Source: an optimization exercise on an open RTL-to-GDS flow (aim: small area and a short achievable clock period). Production flows keep margins and buffers that such runs may drop. The RTL was checked by simulation tests, not by an equivalence proof against the original design. The clock cells of runs 1 and 2 come from the design's own scripts or RTL, not from TritonCTS. No driver is modelled on the clock port, so clock power and skew are understated where the tree is cut down; a real chip needs a root buffer or a tree. No activity file was given, so power comes from the tool's default toggle rates.

**design/flow/flow/run.sh**
```bash
#!/bin/bash
# The standard layout, with three changes to how it is made (the clock
# period and every constraint stay the design's):
# - repair_timing aims for more setup slack than the design's period leaves;
# - the ports get plain buffers instead of delay cells;
# - the clock network is four clock buffers fed by the clock port, one per
#   quarter of the registers, instead of TritonCTS's two-level H-tree
#   (flow/clock_pre_cts.tcl).
set -euo pipefail
here=$(pwd)
bash standard.sh SETUP_SLACK_MARGIN=8.4 \
  "BUFFER_PORTS_ARGS=-buffer_cell sky130_fd_sc_hd__buf_1" \
  "PRE_CTS_TCL=$here/flow/clock_pre_cts.tcl" \
  finish > standard_flow.log 2>&1
```
**design/flow/flow/clock_pre_cts.tcl**
```tcl
# Clock network in place of TritonCTS: the clock port drives four
# clkbuf_16, one per quarter of the registers (split at the median x, then
# at the median y of each half), each placed at the centre of its
# registers. Every register is one buffer away from the port, so the
# clock arrives at them all alike. Sourced by ORFS's cts.tcl as
# PRE_CTS_TCL; clock_tree_synthesis is then skipped, and the rest of
# cts.tcl (legalisation, repair_timing) runs as usual.
set block [ord::get_db_block]
set db [ord::get_db]
set clknet [$block findNet clk]
set master [$db findMaster sky130_fd_sc_hd__clkbuf_16]
set sinks {}
foreach it [$clknet getITerms] {
  set b [[$it getInst] getBBox]
  lappend sinks [list $it [expr {([$b xMin] + [$b xMax]) / 2}] [expr {([$b yMin] + [$b yMax]) / 2}]]
}
proc halves {items idx} {
  set s [lsort -integer -index $idx $items]
  set h [expr {[llength $s] / 2}]
  return [list [lrange $s 0 [expr {$h - 1}]] [lrange $s $h end]]
}
set groups {}
foreach half [halves $sinks 1] {
  foreach q [halves $half 2] { lappend groups $q }
}
set k 0
foreach g $groups {
  set sx 0; set sy 0
  foreach s $g { set sx [expr {$sx + [lindex $s 1]}]; set sy [expr {$sy + [lindex $s 2]}] }
  set n [llength $g]
  set inst [odb::dbInst_create $block $master clkbuf_q$k]
  $inst setLocation [expr {$sx / $n}] [expr {$sy / $n}]
  $inst setPlacementStatus PLACED
  set net [odb::dbNet_create $block clknet_q$k]
  $net setSigType CLOCK
  [$inst findITerm A] connect $clknet
  [$inst findITerm X] connect $net
  foreach s $g { set it [lindex $s 0]; $it disconnect; $it connect $net }
  puts "clock buffer clkbuf_q$k: $n registers"
  incr k
}
proc clock_tree_synthesis {args} {
  puts "clock_tree_synthesis skipped: the clock network was built by clock_pre_cts.tcl"
}
```
**design/flow/standard.sh**
```bash
#!/bin/bash
# synth_recipe.tcl (not shown) runs the flow's synth.tcl, then flattens the netlist and writes it again
# the make line also repeats each setting of config.mk as NAME=value (left out here)
make -C /OpenROAD-flow-scripts/flow DESIGN_CONFIG=/design/flow/config.mk WORK_HOME=/design/flow/orfs CLKGATE_MAP_FILE= SYNTH_SCRIPT=/design/flow/synth_recipe.tcl "${@:-finish}"
```
**design/flow/config.mk**
```make
export PLATFORM = sky130hd
export DESIGN_NAME = exp_bf16_top
export DESIGN_NICKNAME = exp_bf16_top
export VERILOG_FILES = /design/flow/design.v
export SDC_FILE = /design/flow/constraint.sdc
export NUM_CORES = 4
export LEC_CHECK = 0
export ABC_AREA = 1
export CAP_MARGIN = 20
export CORE_MARGIN = 2
export CORE_UTILIZATION = 60
export CTS_BUF_LIST = sky130_fd_sc_hd__clkbuf_8
export CTS_CLUSTER_SIZE = 30
export SLEW_MARGIN = 20
```
**design/flow/constraint.sdc**
```tcl
create_clock -name core_clock -period 11.5 [get_ports {clk}]
set_input_delay 2.3000 -clock core_clock [delete_from_list [all_inputs] [get_ports {clk}]]
set_output_delay 2.3000 -clock core_clock [all_outputs]
set_load 0.01 [all_outputs]
```
**design/flow/design.v**
```verilog
    localparam int bf16_man_w = 7;        
    localparam int bf16_bias  = 127;
    localparam logic [7:0] exp_tiny = 8'd118;    
    localparam logic [7:0] exp_huge = 8'd134;    
    localparam logic [15:0] bf16_one  = 16'h3f80;
    localparam logic [15:0] bf16_pinf = 16'h7f80;
    localparam logic [15:0] bf16_qnan = 16'h7fc0;
    localparam logic [15:0] bf16_zero = 16'h0000;
    localparam int frac_w  = 16;
    localparam int fix_w   = 8 + frac_w;      
    localparam int unit_w  = frac_w + 1;      
    localparam int shift_w = 10;              
    localparam logic [unit_w-1:0] log2e_fix = 17'h17154;     
    localparam logic [unit_w-1:0] ln2_fix   = 17'h0b172;     
    localparam logic [unit_w-1:0] one_fix   = 17'h10000;
`default_nettype none
module exp_range_reduce
(
    input  logic        sgn,
    input  logic [6:0]  man,
    output logic [22:0] pp
);
    logic [3:0]  sel_hi;
    logic [22:0] p_hi;
    logic [18:0] p_lo;
    assign sel_hi = {sgn, man[6:4]};
    assign p_hi =
        ({23{sel_hi == 4'd0}} & 23'h2e2a80) |
        ({23{sel_hi == 4'd1}} & 23'h33efd0) |
        ({23{sel_hi == 4'd2}} & 23'h39b520) |
        ({23{sel_hi == 4'd3}} & 23'h3f7a70) |
        ({23{sel_hi == 4'd4}} & 23'h453fc0) |
        ({23{sel_hi == 4'd5}} & 23'h4b0510) |
        ({23{sel_hi == 4'd6}} & 23'h50ca60) |
        ({23{sel_hi == 4'd7}} & 23'h568fb0) |
        ({23{sel_hi == 4'd8}} & 23'h2e2a7f) |
        ({23{sel_hi == 4'd9}} & 23'h33efcf) |
        ({23{sel_hi == 4'd10}} & 23'h39b51f) |
        ({23{sel_hi == 4'd11}} & 23'h3f7a6f) |
        ({23{sel_hi == 4'd12}} & 23'h453fbf) |
        ({23{sel_hi == 4'd13}} & 23'h4b050f) |
        ({23{sel_hi == 4'd14}} & 23'h50ca5f) |
        ({23{sel_hi == 4'd15}} & 23'h568faf);
    assign p_lo =
        ({19{man[3:0] == 4'd0}} & 19'h00000) |
        ({19{man[3:0] == 4'd1}} & 19'h05c55) |
        ({19{man[3:0] == 4'd2}} & 19'h0b8aa) |
        ({19{man[3:0] == 4'd3}} & 19'h114ff) |
        ({19{man[3:0] == 4'd4}} & 19'h17154) |
        ({19{man[3:0] == 4'd5}} & 19'h1cda9) |
        ({19{man[3:0] == 4'd6}} & 19'h229fe) |
        ({19{man[3:0] == 4'd7}} & 19'h28653) |
        ({19{man[3:0] == 4'd8}} & 19'h2e2a8) |
        ({19{man[3:0] == 4'd9}} & 19'h33efd) |
        ({19{man[3:0] == 4'd10}} & 19'h39b52) |
        ({19{man[3:0] == 4'd11}} & 19'h3f7a7) |
        ({19{man[3:0] == 4'd12}} & 19'h453fc) |
        ({19{man[3:0] == 4'd13}} & 19'h4b051) |
        ({19{man[3:0] == 4'd14}} & 19'h50ca6) |
        ({19{man[3:0] == 4'd15}} & 19'h568fb);
    assign pp = p_hi + {4'b0, p_lo};
endmodule
`default_nettype wire
`default_nettype none
module exp_horner_stage
(
    input  logic [5:0] f_hi,     
    output logic [3:0] dip,      
    output logic [7:0] thr1,
    output logic [7:0] thr2,
    output logic [7:0] thr3
);
    always_comb
    begin
        case (f_hi)
        6'd0: begin dip = 4'd0; thr1 = 8'd92; thr2 = 8'd255; thr3 = 8'd255; end
        6'd1: begin dip = 4'd1; thr1 = 8'd19; thr2 = 8'd199; thr3 = 8'd255; end
        6'd2: begin dip = 4'd1; thr1 = 8'd127; thr2 = 8'd255; thr3 = 8'd255; end
        6'd3: begin dip = 4'd2; thr1 = 8'd47; thr2 = 8'd227; thr3 = 8'd255; end
        6'd4: begin dip = 4'd2; thr1 = 8'd151; thr2 = 8'd255; thr3 = 8'd255; end
        6'd5: begin dip = 4'd3; thr1 = 8'd67; thr2 = 8'd239; thr3 = 8'd255; end
        6'd6: begin dip = 4'd3; thr1 = 8'd159; thr2 = 8'd255; thr3 = 8'd255; end
        6'd7: begin dip = 4'd4; thr1 = 8'd71; thr2 = 8'd239; thr3 = 8'd255; end
        6'd8: begin dip = 4'd4; thr1 = 8'd155; thr2 = 8'd255; thr3 = 8'd255; end
        6'd9: begin dip = 4'd5; thr1 = 8'd63; thr2 = 8'd231; thr3 = 8'd255; end
        6'd10: begin dip = 4'd5; thr1 = 8'd141; thr2 = 8'd255; thr3 = 8'd255; end
        6'd11: begin dip = 4'd6; thr1 = 8'd47; thr2 = 8'd215; thr3 = 8'd255; end
        6'd12: begin dip = 4'd6; thr1 = 8'd119; thr2 = 8'd255; thr3 = 8'd255; end
        6'd13: begin dip = 4'd7; thr1 = 8'd23; thr2 = 8'd183; thr3 = 8'd255; end
        6'd14: begin dip = 4'd7; thr1 = 8'd95; thr2 = 8'd243; thr3 = 8'd255; end
        6'd15: begin dip = 4'd7; thr1 = 8'd143; thr2 = 8'd255; thr3 = 8'd255; end
        6'd16: begin dip = 4'd8; thr1 = 8'd47; thr2 = 8'd199; thr3 = 8'd255; end
        6'd17: begin dip = 4'd8; thr1 = 8'd99; thr2 = 8'd255; thr3 = 8'd255; end
        6'd18: begin dip = 4'd8; thr1 = 8'd143; thr2 = 8'd255; thr3 = 8'd255; end
        6'd19: begin dip = 4'd9; thr1 = 8'd31; thr2 = 8'd187; thr3 = 8'd255; end
        6'd20: begin dip = 4'd9; thr1 = 8'd79; thr2 = 8'd223; thr3 = 8'd255; end
        6'd21: begin dip = 4'd9; thr1 = 8'd119; thr2 = 8'd255; thr3 = 8'd255; end
        6'd22: begin dip = 4'd10; thr1 = 8'd7; thr2 = 8'd159; thr3 = 8'd255; end
        6'd23: begin dip = 4'd10; thr1 = 8'd39; thr2 = 8'd175; thr3 = 8'd255; end
        6'd24: begin dip = 4'd10; thr1 = 8'd71; thr2 = 8'd207; thr3 = 8'd255; end
        6'd25: begin dip = 4'd10; thr1 = 8'd95; thr2 = 8'd237; thr3 = 8'd255; end
        6'd26: begin dip = 4'd10; thr1 = 8'd111; thr2 = 8'd255; thr3 = 8'd255; end
        6'd27: begin dip = 4'd11; thr1 = 8'd3; thr2 = 8'd143; thr3 = 8'd255; end
        6'd28: begin dip = 4'd11; thr1 = 8'd21; thr2 = 8'd159; thr3 = 8'd255; end
        6'd29: begin dip = 4'd11; thr1 = 8'd35; thr2 = 8'd175; thr3 = 8'd255; end
        6'd30: begin dip = 4'd11; thr1 = 8'd47; thr2 = 8'd183; thr3 = 8'd255; end
        6'd31: begin dip = 4'd11; thr1 = 8'd55; thr2 = 8'd187; thr3 = 8'd255; end
        6'd32: begin dip = 4'd11; thr1 = 8'd63; thr2 = 8'd191; thr3 = 8'd255; end
        6'd33: begin dip = 4'd11; thr1 = 8'd63; thr2 = 8'd191; thr3 = 8'd255; end
        6'd34: begin dip = 4'd11; thr1 = 8'd63; thr2 = 8'd199; thr3 = 8'd255; end
        6'd35: begin dip = 4'd11; thr1 = 8'd63; thr2 = 8'd187; thr3 = 8'd255; end
        6'd36: begin dip = 4'd11; thr1 = 8'd59; thr2 = 8'd183; thr3 = 8'd255; end
        6'd37: begin dip = 4'd11; thr1 = 8'd49; thr2 = 8'd175; thr3 = 8'd255; end
        6'd38: begin dip = 4'd11; thr1 = 8'd47; thr2 = 8'd161; thr3 = 8'd255; end
        6'd39: begin dip = 4'd11; thr1 = 8'd23; thr2 = 8'd127; thr3 = 8'd255; end
        6'd40: begin dip = 4'd11; thr1 = 8'd15; thr2 = 8'd127; thr3 = 8'd247; end
        6'd41: begin dip = 4'd10; thr1 = 8'd115; thr2 = 8'd231; thr3 = 8'd255; end
        6'd42: begin dip = 4'd10; thr1 = 8'd79; thr2 = 8'd207; thr3 = 8'd255; end
        6'd43: begin dip = 4'd10; thr1 = 8'd67; thr2 = 8'd191; thr3 = 8'd255; end
        6'd44: begin dip = 4'd10; thr1 = 8'd39; thr2 = 8'd155; thr3 = 8'd255; end
        6'd45: begin dip = 4'd10; thr1 = 8'd11; thr2 = 8'd127; thr3 = 8'd239; end
        6'd46: begin dip = 4'd9; thr1 = 8'd95; thr2 = 8'd205; thr3 = 8'd255; end
        6'd47: begin dip = 4'd9; thr1 = 8'd59; thr2 = 8'd159; thr3 = 8'd255; end
        6'd48: begin dip = 4'd9; thr1 = 8'd31; thr2 = 8'd131; thr3 = 8'd255; end
        6'd49: begin dip = 4'd8; thr1 = 8'd95; thr2 = 8'd207; thr3 = 8'd255; end
        6'd50: begin dip = 4'd8; thr1 = 8'd55; thr2 = 8'd159; thr3 = 8'd255; end
        6'd51: begin dip = 4'd8; thr1 = 8'd15; thr2 = 8'd115; thr3 = 8'd223; end
        6'd52: begin dip = 4'd7; thr1 = 8'd71; thr2 = 8'd175; thr3 = 8'd255; end
        6'd53: begin dip = 4'd7; thr1 = 8'd27; thr2 = 8'd135; thr3 = 8'd239; end
        6'd54: begin dip = 4'd6; thr1 = 8'd79; thr2 = 8'd191; thr3 = 8'd255; end
        6'd55: begin dip = 4'd6; thr1 = 8'd27; thr2 = 8'd131; thr3 = 8'd229; end
        6'd56: begin dip = 4'd5; thr1 = 8'd79; thr2 = 8'd175; thr3 = 8'd255; end
        6'd57: begin dip = 4'd5; thr1 = 8'd23; thr2 = 8'd119; thr3 = 8'd215; end
        6'd58: begin dip = 4'd4; thr1 = 8'd63; thr2 = 8'd157; thr3 = 8'd255; end
        6'd59: begin dip = 4'd3; thr1 = 8'd99; thr2 = 8'd191; thr3 = 8'd255; end
        6'd60: begin dip = 4'd3; thr1 = 8'd31; thr2 = 8'd131; thr3 = 8'd223; end
        6'd61: begin dip = 4'd2; thr1 = 8'd63; thr2 = 8'd159; thr3 = 8'd255; end
        6'd62: begin dip = 4'd1; thr1 = 8'd91; thr2 = 8'd187; thr3 = 8'd255; end
        6'd63: begin dip = 4'd1; thr1 = 8'd23; thr2 = 8'd117; thr3 = 8'd211; end
        default: begin dip = 4'd0; thr1 = 8'd0; thr2 = 8'd0; thr3 = 8'd0; end
        endcase
    end
endmodule
`default_nettype wire
`default_nettype none
module exp_result_pack
(
    input  logic [7:0]  e_pre,       
    input  logic [5:0]  bh,          
    input  logic [3:0]  dip,         
    input  logic [2:0]  inc,         
    input  logic        sgn,
    input  logic        f_nan,       
    input  logic        sat_def,     
    input  logic        sat_edge,    
    output logic [15:0] res
);
    localparam int bf16_man_w = 7;        
    localparam int bf16_bias  = 127;
    localparam logic [7:0] exp_tiny = 8'd118;    
    localparam logic [7:0] exp_huge = 8'd134;    
    localparam logic [15:0] bf16_one  = 16'h3f80;
    localparam logic [15:0] bf16_pinf = 16'h7f80;
    localparam logic [15:0] bf16_qnan = 16'h7fc0;
    localparam logic [15:0] bf16_zero = 16'h0000;
    localparam int frac_w  = 16;
    localparam int fix_w   = 8 + frac_w;      
    localparam int unit_w  = frac_w + 1;      
    localparam int shift_w = 10;              
    localparam logic [unit_w-1:0] log2e_fix = 17'h17154;     
    localparam logic [unit_w-1:0] ln2_fix   = 17'h0b172;     
    localparam logic [unit_w-1:0] one_fix   = 17'h10000;
    logic [7:0]  g;          
    logic [14:0] sum;
    logic        carry;
    logic        sat;
    assign g     = {1'b0, bh, 1'b0} - {4'b0, dip} + {7'b0, inc[2]} + {7'b0, inc[1]} + {7'b0, inc[0]};
    assign carry = g[7];
    assign sum   = {e_pre + {7'b0, carry}, g[6:0]};
    assign sat   = sat_def || (sat_edge && (carry ^ sgn));
    always_comb
    begin
        if (f_nan)
            res = bf16_qnan;
        else if (sat)
            res = sgn ? bf16_zero : bf16_pinf;
        else
            res = {1'b0, sum};
    end
endmodule
`default_nettype wire
`default_nettype none
module exp_bf16_top
(
    input  logic        clk,
    input  logic        rst,
    input  logic        valid_i,
    input  logic [15:0] data_i,
    output logic        valid_o,
    output logic [15:0] data_o
);
    localparam int bf16_man_w = 7;        
    localparam int bf16_bias  = 127;
    localparam logic [7:0] exp_tiny = 8'd118;    
    localparam logic [7:0] exp_huge = 8'd134;    
    localparam logic [15:0] bf16_one  = 16'h3f80;
    localparam logic [15:0] bf16_pinf = 16'h7f80;
    localparam logic [15:0] bf16_qnan = 16'h7fc0;
    localparam logic [15:0] bf16_zero = 16'h0000;
    localparam int frac_w  = 16;
    localparam int fix_w   = 8 + frac_w;      
    localparam int unit_w  = frac_w + 1;      
    localparam int shift_w = 10;              
    localparam logic [unit_w-1:0] log2e_fix = 17'h17154;     
    localparam logic [unit_w-1:0] ln2_fix   = 17'h0b172;     
    localparam logic [unit_w-1:0] one_fix   = 17'h10000;
    logic [4:0] v;       
    always_ff @(posedge clk)
    begin
        if (rst)
            v <= '0;
        else
            v <= {v[3:0], valid_i};
    end
    assign valid_o = v[4];
    logic [15:0] d1;
    always_ff @(posedge clk)
        d1 <= data_i;
    logic        sgn;
    logic [7:0]  exp_b;
    logic [6:0]  man;
    logic [22:0] pp_c;
    assign sgn   = d1[15];
    assign exp_b = d1[14:7];
    assign man   = d1[6:0];
    exp_range_reduce i_reduce
    (
        .sgn (sgn),
        .man (man),
        .pp  (pp_c)
    );
    logic        s2;
    logic        nan2;
    logic        sat2;
    logic        one2;
    logic [3:0]  sh2;
    logic [22:0] pp2;
    always_ff @(posedge clk)
    begin
        s2   <= sgn;
        nan2 <= exp_b == 8'hff && man != '0;
        sat2 <= exp_b >= exp_huge;
        one2 <= exp_b < exp_tiny;
        sh2  <= exp_b[3:0] - 4'd6;       
        pp2  <= pp_c;
    end
    logic [22:0] px_c;       
    logic [37:0] q_c;
    logic [21:0] t_c;        
    assign px_c = pp2 ^ {23{s2}};
    assign q_c  = {{15{s2}}, px_c} << sh2;
    assign t_c  = q_c[37:16];
    logic        s3;
    logic        nan3;
    logic        one3;
    logic [5:0]  f3_hi;      
    logic [7:0]  f3_lo;      
    logic [7:0]  n3;         
    always_ff @(posedge clk)
    begin
        s3    <= s2 && !one2;
        nan3  <= nan2;
        one3  <= one2;
        f3_hi <= t_c[13:8];
        f3_lo <= one2 ? 8'd0 : t_c[7:0];
        n3    <= one2 ? 8'd0 : sat2 ? {8{!s2}} : t_c[21:14];
    end
    logic [5:0]  fh_c;
    logic [3:0]  dip_c;
    logic [7:0]  thr1_c;
    logic [7:0]  thr2_c;
    logic [7:0]  thr3_c;
    assign fh_c = f3_hi & ~{6{one3}};
    exp_horner_stage i_tab
    (
        .f_hi (fh_c),
        .dip  (dip_c),
        .thr1 (thr1_c),
        .thr2 (thr2_c),
        .thr3 (thr3_c)
    );
    logic        s4;
    logic        nan4;
    logic [5:0]  bh4;
    logic [3:0]  dip4;
    logic [2:0]  inc4;
    logic [7:0]  e4;
    logic        sat_def4;
    logic        sat_edge4;
    always_ff @(posedge clk)
    begin
        s4        <= s3;
        nan4      <= nan3;
        bh4       <= fh_c;
        dip4      <= dip_c;
        inc4      <= {f3_lo > thr3_c, f3_lo > thr2_c, f3_lo > thr1_c};
        e4        <= n3 + 8'(bf16_bias);
        sat_def4  <= s3 ? n3 <= 8'd128 : n3 >= 8'd128;
        sat_edge4 <= s3 ? n3 == 8'd129 : n3 == 8'd127;
    end
    logic [15:0] res_c;
    exp_result_pack i_pack
    (
        .e_pre    (e4),
        .bh       (bh4),
        .dip      (dip4),
        .inc      (inc4),
        .sgn      (s4),
        .f_nan    (nan4),
        .sat_def  (sat_def4),
        .sat_edge (sat_edge4),
        .res      (res_c)
    );
    always_ff @(posedge clk)
        data_o <= res_c;
endmodule
`default_nettype wire
```
==> reports/results.md, run 1 <==
• **first-pass GRT wire length** 32800 µm
• **startpoint-to-endpoint class of the critical path** flip-flop to flip-flop
• **Hold Violations, Final** 0
• **count of input and output buffers** 34
• **placeable core area** 12700 µm²
• **average wire per cell in the routed design** 15.0 µm
• **sum of net half-perimeters after detailed placement** 15500 µm
• **share of layout cells above drive strength 1** 4.84%
• **total power per unit cell area** 166 nW/µm²
• **synthesized-area fraction occupied by adder cells** 9.95%
• **number of routed nets with antenna violations** 0
• **complex-gate fraction of the synthesized area** 14.6%
• **detailed-router iteration count before antenna repair** 6
• **chain of cells forming the critical path** inv_2, nor2_4, inv_2, nand2_1, nand2_1, a211oi_1, nor3_2, ha_1, nand3_1, nand2_1, a31oi_1, or2_2, a21oi_1
• **die height** 119 µm
• **total routing usage reported by global routing** 27.6%
• **most repeated cell in the gate-level netlist after synthesis** nand2_1
• **number of setup violations in the final report** 0
• **fraction of registers with async set or reset after synthesis** 0%
• **starting DRC count in detailed routing** 872
• **via/cell ratio** 5.68
• **Final TNS setup** 0 ps
• **cts-stage hold buffer count** 0
• **initial antenna violation count** 0
• **Yosys top cell by area** dfxtp_1
• **width of the chip** 119 µm
• **total I/O pin count** 36
• **synthesis warning total** 3
• **endpoint arrival time on the critical path** 3100 ps
• **run status** finished clean
• **maximum number of pins on one net before global-route repair** 30
• **Placement Rows** 41
• **die footprint** 14100 µm²
• **number of enable flip-flop cells after synthesis** 0
• **number of buffers and inverters on the critical path** 2
• **final period utilization** 26.1%
• **number of instances in the synthesized netlist** 1153
• **type of origin of the critical path** flip-flop
• **top cells by area, synth** dfxtp_1, nand2_1, ha_1, nand3_1, inv_1
• **delay of the slowest critical-path stage** 580 ps
• **count of vias placed by the detailed router** 7548
• **Seq/Total Area, Yosys** 29.4%
• **fraction of synthesized cell area taken by the top area cell type** 29.4%
• **top cell family by delay on the critical path** simple AND/OR/NAND/NOR gates
• **Final Net Count** 1238
• **setup skew after layout** 12.1 ps
• **number of instances in the placed design** 1320
• **Critical Path Fanout Max** 19
• **area of the mapped netlist** 7900 µm²
• **drc violations** 0
• **worst reg2reg setup slack** 8500 ps
• **clock latency on the worst-skew pair** 170 ps
• **cell repeated most along the worst path** nand2_1
• **class of the tightest hold or removal check** flip-flop to flip-flop
• **largest family of logic cells by synthesized area** simple AND/OR/NAND/NOR gates
• **area growth from synthesis to final layout** 3.41%
• **kind of end point of the critical path** flip-flop
• **clock transition at the registers of the reported paths** 100 ps
• **area share of and/or/nand/nor cells after synthesis** 32.1%
• **Synth Flop Type** dfxtp_1
• **Final Max Tran Viols** 0
• **filler cell count in the final layout** 1205
• **starting density of the core** 62.1%
• **antenna diode count** 0
• **required time reported for the critical path endpoint** 11600 ps
• **tightest slew margin relative to the limit** 45.5%
• **multiplexer fraction of the synthesized cell area** 0.127%
• **unrepaired setup endpoints after global routing** yes
• **parity-gate share of the synthesized area counting xor and xnor cells** 5.54%
• **time the final worst path needs with I/O delays and setup** 3000 ps
• **wire length reported by the detailed router** 19900 µm
• **leak pwr** 3.82 nW
• **maximum achievable frequency** 333 MHz
• **number of distinct library cells after synthesis** 57
• **Max-cap violations** 0
• **worst ir drop on vdd** 98.7 µV
• **register bit total from synthesis** 116
• **grt total ovfl** 0
• **Post-Syn Nets** 1233
• **Worst path slowest cell** dfxtp_1
• **RD Place Congestion** 1.02
• **pin slew with the least headroom to its limit** 817 ps
• **mean post-synth cell area** 6.85 µm²
• **Non-Filler Instances** 1328
• **vias in the first global route** 6880
• **Commonest cells post-synth** nand2_1, nand3_1, dfxtp_1, inv_1, nor2_1
## report_power, final
part	switching, mW	internal, mW	leakage [nW]
combinational	0.408	0.238	2.80
clock	0.0965	0.0644	0.0493
sequential	0.0595	0.487	0.972
## layer usage
layer / vias to the layer above / share of wire, % / wire, µm / global-route usage [%]
li1: 3826 / - / - / -
met1: 3351 / 42 / 8420 / 34.8
met2: 305 / 48 / 9570 / 49.1
met3: 66 / 6.4 / 1260 / 2.56
met4: 0 / 3.2 / 628 / 9.30
met5: - / 0 / 0 / 0
## timing repair
action,4_1_cts,5_1_grt
gates cloned,1,1
endpoints found under the setup margin,1,5
gates resized for setup,1,8
setup buffers,0,2
pin swaps,1,2
## cell families after synthesis
kind of cell / Yosys count
simple gates: 579
compound gates: 192
buf+inv: 153
flops: 116
fa+ha+maj: 61
xor+xnor: 50
other cells: 1
mux: 1
## final cells by class
cell class	instances	area [µm²]	share of cell area, %
repair inverters	1	5.00	0.0613
well taps	172	215	2.63
multi-input cells	885	4940	60.5
flip-flops and latches	116	2320	28.5
plain buffers	4	100	1.23
repair buffers	37	150	1.84
inverters	113	430	5.27
## flip-flops by register name, summed over array words and instances (netlist names), 3 cells and up
register and cells:
data_o 15, pp2 22, f3_hi 6, v 5, d1 16, e4 8
sh2 4, inc4 3, f3_lo 8, dip4 4, bh4 6, n3 8
## final timing paths
check | startpoint | end | depth (start not counted)
setup / recovery | f3_hi[3]$_DFF_P_ | inc4[1]$_DFF_P_ | 13
hold / removal | nan2$_DFF_P_ | nan3$_DFF_P_ | 0
setup reg to reg | f3_hi[3]$_DFF_P_ | inc4[1]$_DFF_P_ | 13
hold reg to reg | nan2$_DFF_P_ | nan3$_DFF_P_ | 0
## through the flow
| stage | setup WS [ps] | util (%) | instance area (µm²) | hold WS, ps | total power [mW] |
|---|---|---|---|---|---|
| final | 8500 | 64.2 | 8170 | 346 | 1.35 |
| after floorplan | 8870 | - | 7900 | 310 | 1.04 |
| after global routing | 8300 | 64.2 | 8170 | 363 | 1.47 |
| after CTS | 8480 | 63.9 | 8130 | 327 | 1.31 |
| after global placement | 8350 | 63.0 | 8020 | 312 | 1.18 |
| after detailed placement | 8350 | 63.0 | 8020 | 327 | 1.18 |
## placed cells by master (no fill, tap or decap), types with 18 or more instances in the layout
cell type	synthesis	final
a21oi_1	63	63
buf_1	3	34
dfxtp_1	116	114
ha_1	58	58
inv_1	105	103
nand2_1	291	289
nand3_1	126	126
nor2_1	101	101
nor3_1	20	18
o21ai_0	60	60
xnor2_1	23	23
xor2_1	27	27
==> run 2, diff against run 1 <==
--- a/design/flow/flow/run.sh
+++ b/design/flow/flow/run.sh
@@ -10,3 +10,3 @@
 here=$(pwd)
-bash standard.sh SETUP_SLACK_MARGIN=8.4 \
+bash standard.sh SETUP_SLACK_MARGIN=8.6 \
   "BUFFER_PORTS_ARGS=-buffer_cell sky130_fd_sc_hd__buf_1" \
==> reports/results.md, run 2 <==
• **maximum number of pins on one net before global-route repair** 30
• **total I/O pin count** 36
• **placeable core area** 12700 µm²
• **count of vias placed by the detailed router** 7652
• **RR Startpoint** one3$_DFF_P_
• **starting DRC count in detailed routing** 865
• **Post-Syn Nets** 1233
• **drc violations** 0
• **minimum hold slack** 346 ps
• **number of instances in the synthesized netlist** 1153
• **most common cell after layout, fill and taps aside** nand2_1
• **pin slew with the least headroom to its limit** 809 ps
• **number of setup violations in the final report** 0
• **via/cell ratio** 5.70
• **fraction of registers with async set or reset after synthesis** 0%
• **count of input and output buffers** 34
• **die height** 119 µm
• **synthesis warning total** 3
• **internal power contribution** 0.811 mW
• **clock latency on the worst-skew pair** 170 ps
• **worst ir drop on vdd** 105 µV
• **endpoint arrival time on the critical path** 610 ps
• **Final Net Count** 1252
• **Cells on Worst Hold Path** 0
• **initial antenna violation count** 0
• **detailed-router iteration count before antenna repair** 8
• **Yosys top cell by area** dfxtp_1
• **post-route core utilization** 65.9%
• **Placement Rows** 41
• **first-pass GRT wire length** 32900 µm
• **clock group share of total power** 11.6%
• **switching part of the total** 41.5%
• **width of the chip** 119 µm
• **Worst path slowest cell** dfxtp_2
• **vias in the first global route** 6937
• **top cell family by delay on the critical path** flip-flops
• **Final Max Tran Viols** 0
• **startpoint-to-endpoint class of the critical path** flip-flop to primary output
• **share of layout cells above drive strength 1** 8.97%
• **Worst Min Path Start** nan2$_DFF_P_
• **final cell area excluding filler cells** 8380 µm²
• **sum of net half-perimeters after detailed placement** 15500 µm
• **top library cells by usage in the layout, fill and taps aside** nand2_1, nand3_1, dfxtp_1
• **Seq/Total Area, Yosys** 29.4%
• **required time reported for the critical path endpoint** 9200 ps
• **grt total ovfl** 0
• **class of the tightest hold or removal check** flip-flop to flip-flop
• **leak pwr** 3.95 nW
• **total power per unit cell area** 165 nW/µm²
• **largest register by flop count** pp2
• **final period utilization** 25.3%
• **unrepaired setup endpoints after global routing** yes
• **Final TNS setup** 0 ps
• **wire length reported by the detailed router** 20200 µm
• **number of buffers and inverters on the critical path** 1
• **area after detailed placement** 8020 µm²
• **starting density of the core** 62.1%
• **most repeated cell in the gate-level netlist after synthesis** nand2_1
• **delay of the slowest critical-path stage** 330 ps
• **area growth from synthesis to final layout** 6.08%
• **RD Place Congestion** 1.02
• **proportion of power drawn by flip-flops and latches** 39.6%
• **switching power summed over all nets** 0.575 mW
• **part of the power in combinational logic** 48.8%
• **number of flip-flops under the largest register name** 22
• **type of origin of the critical path** flip-flop
• **number of routed nets with antenna violations** 0
• **time the final worst path needs with I/O delays and setup** 2910 ps
• **Hold EP** nan3$_DFF_P_
• **Synth Flop Type** dfxtp_1
• **Commonest cells post-synth** nand2_1, nand3_1, dfxtp_1, inv_1, nor2_1
• **run status** finished clean
• **chain of cells forming the critical path** buf_6
• **total routing usage reported by global routing** 27.8%
• **FF-to-FF End** inc4[1]$_DFF_P_
• **total chip power** 1.39 mW
• **area of the mapped netlist** 7900 µm²
• **worst reg2reg setup slack** 8740 ps
• **top cells by area, synth** dfxtp_1, nand2_1, ha_1, nand3_1, inv_1
• **average wire per cell in the routed design** 15.1 µm
• **die footprint** 14100 µm²
• **Hold Violations, Final** 0
• **Max-cap violations** 0
• **biggest regs** pp2: 22 flops, d1: 16 flops, data_o: 15 flops
• **register bit total from synthesis** 116
• **clock transition at the registers of the reported paths** 110 ps
• **tightest slew margin relative to the limit** 46.0%
• **mean post-synth cell area** 6.85 µm²
• **kind of end point of the critical path** primary output
• **maximum achievable frequency** 344 MHz
• **antenna diode count** 0
• **number of distinct library cells after synthesis** 57
• **cell depth of the worst flop-to-flop path** 15
• **filler cell count in the final layout** 1191
• **Critical Path Fanout Max** 1
• **setup skew after layout** 10.5 ps
• **fraction of synthesized cell area taken by the top area cell type** 29.4%
• **number of enable flip-flop cells after synthesis** 0
-- run 2: cell counts after synthesis --
No cell type changed its count.
-- run 2: cell families after synthesis --
kind of cell	synth area share (%)
flops	29.4
fa+ha+maj	9.95
buf+inv	8.30
simple gates	32.1
xor+xnor	5.54
compound gates	14.6
other cells	0.0475
mux	0.127
-- run 2: how the worst max path moves through the flow --
stage                                     from              end  depth (start not counted)
final                     data_o[3]$_SDFF_PP0_        data_o[3]                          1
after global routing              one3$_DFF_P_  inc4[1]$_DFF_P_                         15
after detailed placement      f3_hi[3]$_DFF_P_  inc4[1]$_DFF_P_                         13
after global placement        f3_hi[3]$_DFF_P_  inc4[1]$_DFF_P_                         13
after CTS                         one3$_DFF_P_  inc4[1]$_DFF_P_                         18
after floorplan           data_o[0]$_SDFF_PP0_        data_o[0]                          0
-- run 2: power by group through the flow --
stage	Sequential [mW]	Combinational, mW	Clock, mW
4_1_cts	0.556	0.640	0.124
3_5_place_dp	0.555	0.626	0
6_report	0.549	0.677	0.161
5_1_grt	0.558	0.763	0.177
2_1_floorplan	0.542	0.495	0
3_3_place_gp	0.554	0.627	0
-- run 2: stage by stage --
step	setup WS [ps]	cells
floorplan	8870	1153
global placement	8350	1320
detailed placement	8350	1320
CTS	8630	1332
global route	8540	1342
finish	8590	1342
-- run 2: area by class of cell --
cell class	instances	area, µm²	share of cell area (%)
plain buffers	4	100	1.19
inverters	113	439	5.24
multi-input cells	885	5000	59.7
flip-flops and latches	116	2330	27.8
well taps	172	215	2.57
repair buffers	51	288	3.43
repair inverters	1	5.00	0.0597
-- run 2: what timing repair did --
item / 4_1_cts / 5_1_grt
resized for setup: 6 / 67
setup endpoints to repair: 3 / 29
pin swaps: 1 / 8
cloned: 2 / 0
buffers inserted: 6 / 10
hold buffers: 0 / 0
-- run 2: routing by layer --
metal / share of wire [%] / vias to the layer above / wire, µm / global-route usage (%)
met5: 0 / - / 0 / 0
met4: 3.7 / 0 / 747 / 10.0
met3: 7.6 / 76 / 1530 / 2.94
met2: 48 / 362 / 9650 / 49.2
met1: 41 / 3355 / 8320 / 34.9
li1: - / 3859 / - / -
==> run 3, diff against run 2 <==
==> design/flow/flow/run.sh (replaced) <==
#!/bin/bash
# The standard layout, with repair_timing aiming for more setup slack than
# the design's period leaves, so that the achieved period gets shorter, and
# plain buffers (not delay cells) on the ports. The clock period and every
# constraint stay the design's.
set -euo pipefail
bash standard.sh SETUP_SLACK_MARGIN=8.2 "BUFFER_PORTS_ARGS=-buffer_cell sky130_fd_sc_hd__buf_1" finish > standard_flow.log 2>&1
removed: design/flow/flow/clock_pre_cts.tcl
==> reports/results.md, run 3 <==
• **run status** finished clean
• **vias in the first global route** 7071
• **register bit total from synthesis** 116
• **most repeated cell in the gate-level netlist after synthesis** nand2_1
• **number of routed nets with antenna violations** 0
• **total power per unit cell area** 188 nW/µm²
• **Worst path slowest cell** dfxtp_1
• **number of flip-flops under the largest register name** 22
• **Synth Flop Type** dfxtp_1
• **detailed-router iteration count before antenna repair** 6
• **width of the chip** 119 µm
• **Hold Violations, Final** 0
• **leak pwr** 3.97 nW
• **switching part of the total** 41.9%
• **area after detailed placement** 8020 µm²
• **switching power summed over all nets** 0.668 mW
• **maximum number of pins on one net before global-route repair** 32
• **first-pass GRT wire length** 33600 µm
• **setup skew after layout** 21.7 ps
• **Cells on Worst Hold Path** 0
• **number of sinks on the clock net** 116
• **endpoint arrival time on the critical path** 910 ps
• **Placement Rows** 41
• **filler cell count in the final layout** 1157
• **mean post-synth cell area** 6.85 µm²
• **chain of cells forming the critical path** buf_1
• **total I/O pin count** 36
• **library cell used as clock root buffer** clkbuf_8
• **largest register by flop count** pp2
• **initial antenna violation count** 0
• **Final Max Tran Viols** 0
• **sum of net half-perimeters after detailed placement** 15500 µm
• **top cell family by delay on the critical path** flip-flops
• **TritonCTS clock tree** built
• **part of the power in combinational logic** 40.4%
• **biggest regs** pp2: 22 flops, d1: 16 flops, data_o: 15 flops
• **area of the mapped netlist** 7900 µm²
• **Max-cap violations** 0
• **footprint of the multi-input gates** 4930 µm²
• **unrepaired setup endpoints after global routing** no
• **number of buffers on the longest clock path** 2
• **clock transition at the registers of the reported paths** 90 ps
• **antenna diode count** 0
• **Commonest cells post-synth** nand2_1, nand3_1, dfxtp_1, inv_1, nor2_1
• **worst ir drop on vdd** 103 µV
• **time the final worst path needs with I/O delays and setup** 3210 ps
• **internal power contribution** 0.927 mW
• **grt total ovfl** 0
• **class of the tightest hold or removal check** flip-flop to flip-flop
• **maximum achievable frequency** 312 MHz
• **number of buffers and inverters on the critical path** 1
• **number of instances in the synthesized netlist** 1153
• **tightest slew margin relative to the limit** 46.7%
• **required time reported for the critical path endpoint** 9200 ps
• **count of vias placed by the detailed router** 7742
• **via/cell ratio** 5.72
• **synthesis warning total** 3
• **average wire per cell in the routed design** 15.2 µm
• **Seq/Total Area, Yosys** 29.4%
• **logic depth of the worst setup path including buffers** 1
• **wire length reported by the detailed router** 20600 µm
• **worst-case setup slack after placement** 8350 ps
• **area of all sequential standard cells** 2320 µm²
• **Yosys top cell by area** dfxtp_1
• **share of layout cells above drive strength 1** 6.68%
• **H-tree levels** 4
• **top library cells by usage in the layout, fill and taps aside** nand2_1, nand3_1, dfxtp_1
• **minimum setup slack in the final design** 8290 ps
• **delay of the slowest critical-path stage** 310 ps
• **clock latency on the worst-skew pair** 440 ps
• **final cell area excluding filler cells** 8470 µm²
• **total chip power** 1.59 mW
• **startpoint-to-endpoint class of the critical path** flip-flop to primary output
• **fraction of synthesized cell area taken by the top area cell type** 29.4%
• **most common cell after layout, fill and taps aside** nand2_1
• **type of origin of the critical path** flip-flop
• **starting density of the core** 62.1%
• **top cells by area, synth** dfxtp_1, nand2_1, ha_1, nand3_1, inv_1
• **die footprint** 14100 µm²
• **number of enable flip-flop cells after synthesis** 0
• **Final Net Count** 1249
• **Post-Syn Nets** 1233
• **pin slew with the least headroom to its limit** 799 ps
• **kind of end point of the critical path** primary output
• **count of input and output buffers** 34
• **Final TNS setup** 0 ps
• **starting DRC count in detailed routing** 748
• **die height** 119 µm
• **number of distinct library cells after synthesis** 57
• **cell depth of the worst flop-to-flop path** 13
• **fraction of registers with async set or reset after synthesis** 0%
• **clock group share of total power** 25.3%
• **final period utilization** 27.9%
• **drc violations** 0
• **RD Place Congestion** 1.02
• **Critical Path Fanout Max** 1
• **placeable core area** 12700 µm²
• **clock buffer count from CTS** 17
• **proportion of power drawn by flip-flops and latches** 34.3%
• **total routing usage reported by global routing** 29.5%
• **area growth from synthesis to final layout** 7.22%
• **cts-stage hold buffer count** 0
• **number of setup violations in the final report** 0
==> run 3: cell counts after synthesis <==
No cell type changed its count.
==> run 3: final timing paths <==
path / slack [ps] / startpoint / endpoint
setup / recovery: 8290 / v[4]$_SDFF_PP0_ / valid_o
hold / removal: 350 / nan2$_DFF_P_ / nan3$_DFF_P_
setup reg to reg: 8440 / f3_hi[5]$_DFF_P_ / inc4[1]$_DFF_P_
hold reg to reg: 350 / nan2$_DFF_P_ / nan3$_DFF_P_
==> run 3: per-stage QoR <==
| step | std cells | hold WS (ps) | utilization, % |
|---|---|---|---|
| after floorplan | 1153 | 310 | - |
| after global placement | 1320 | 312 | 63.0 |
| after detailed placement | 1320 | 327 | 63.0 |
| after CTS | 1352 | 347 | 66.4 |
| after global routing | 1354 | 363 | 66.6 |
| final | 1354 | 351 | 66.6 |
==> run 3: logic make-up after synthesis <==
family / synth area share (%)
flip-flops: 29.4
buffers and inverters: 8.30
AND/OR/NAND/NOR: 32.1
AO/OA/AOI/OAI: 14.6
adder cells (fa/ha/maj): 9.95
multiplexers: 0.127
XOR/XNOR: 5.54
other: 0.0475
==> run 3: area by class of cell <==
cell class	count	share of cell area (%)
timing repair inverter	1	0.0591
clock buffer	17	2.76
clock inverter	15	2.26
inverter	113	5.08
timing repair buffer	35	1.60
tap	172	2.54
sequential	116	27.4
multi-input combinational	885	58.3
==> run 3: layer usage <==
layer	vias up	share of wire [%]	global-route usage (%)
li1	3868	-	-
met1	3424	42	35.2
met2	354	47	50.4
met3	96	6.8	5.89
met4	0	4.3	14.4
met5	-	0	0
==> run 3: what timing repair did <==
item,4_1_cts,5_1_grt
buffers inserted,0,0
gates resized for setup,0,5
endpoints found under the setup margin,0,2
==> run 3: power groups by stage <==
| stage | registers (mW) | logic, mW | clock network [mW] |
|---|---|---|---|
| after floorplan | 0.542 | 0.495 | 0 |
| after CTS | 0.546 | 0.632 | 0.411 |
| after global placement | 0.554 | 0.627 | 0 |
| after global routing | 0.556 | 0.731 | 0.427 |
| after detailed placement | 0.555 | 0.626 | 0 |
| final | 0.547 | 0.645 | 0.403 |

static timing again, ports no longer ideal:
In the flow no input, the clock included, has a driving cell. The finished layouts below were timed again as built, in two steps.
Step 1: set_driving_cell puts a clkbuf_16 on clk and a buf_2 on each other input, an assumption about the parent block.
Step 2 also shifts input and output timing later by t, the mid clock arrival at the registers, as if the neighbouring blocks saw the same clock.
a / b / c = ideal ports / drivers / drivers and shift; a / b = the first two.
run | t (ns) | setup slack, ns | latest minus earliest clock arrival (ns) | worst data-port slew with drivers (ns) | cell pins on the clock port's net
run 1 | 0.242 | 8.501 / 8.482 / 8.501 | 0.012 / 0.012 | 0.03 | 4
run 2 | 0.243 | 8.589 / 8.508 / 8.742 | 0.012 / 0.012 | 0.03 | 4
run 3 | 0.472 | 8.291 / 8.251 / 8.438 | 0.022 / 0.022 | 0.03 | 1
After both steps setup and hold are still met in every run listed.
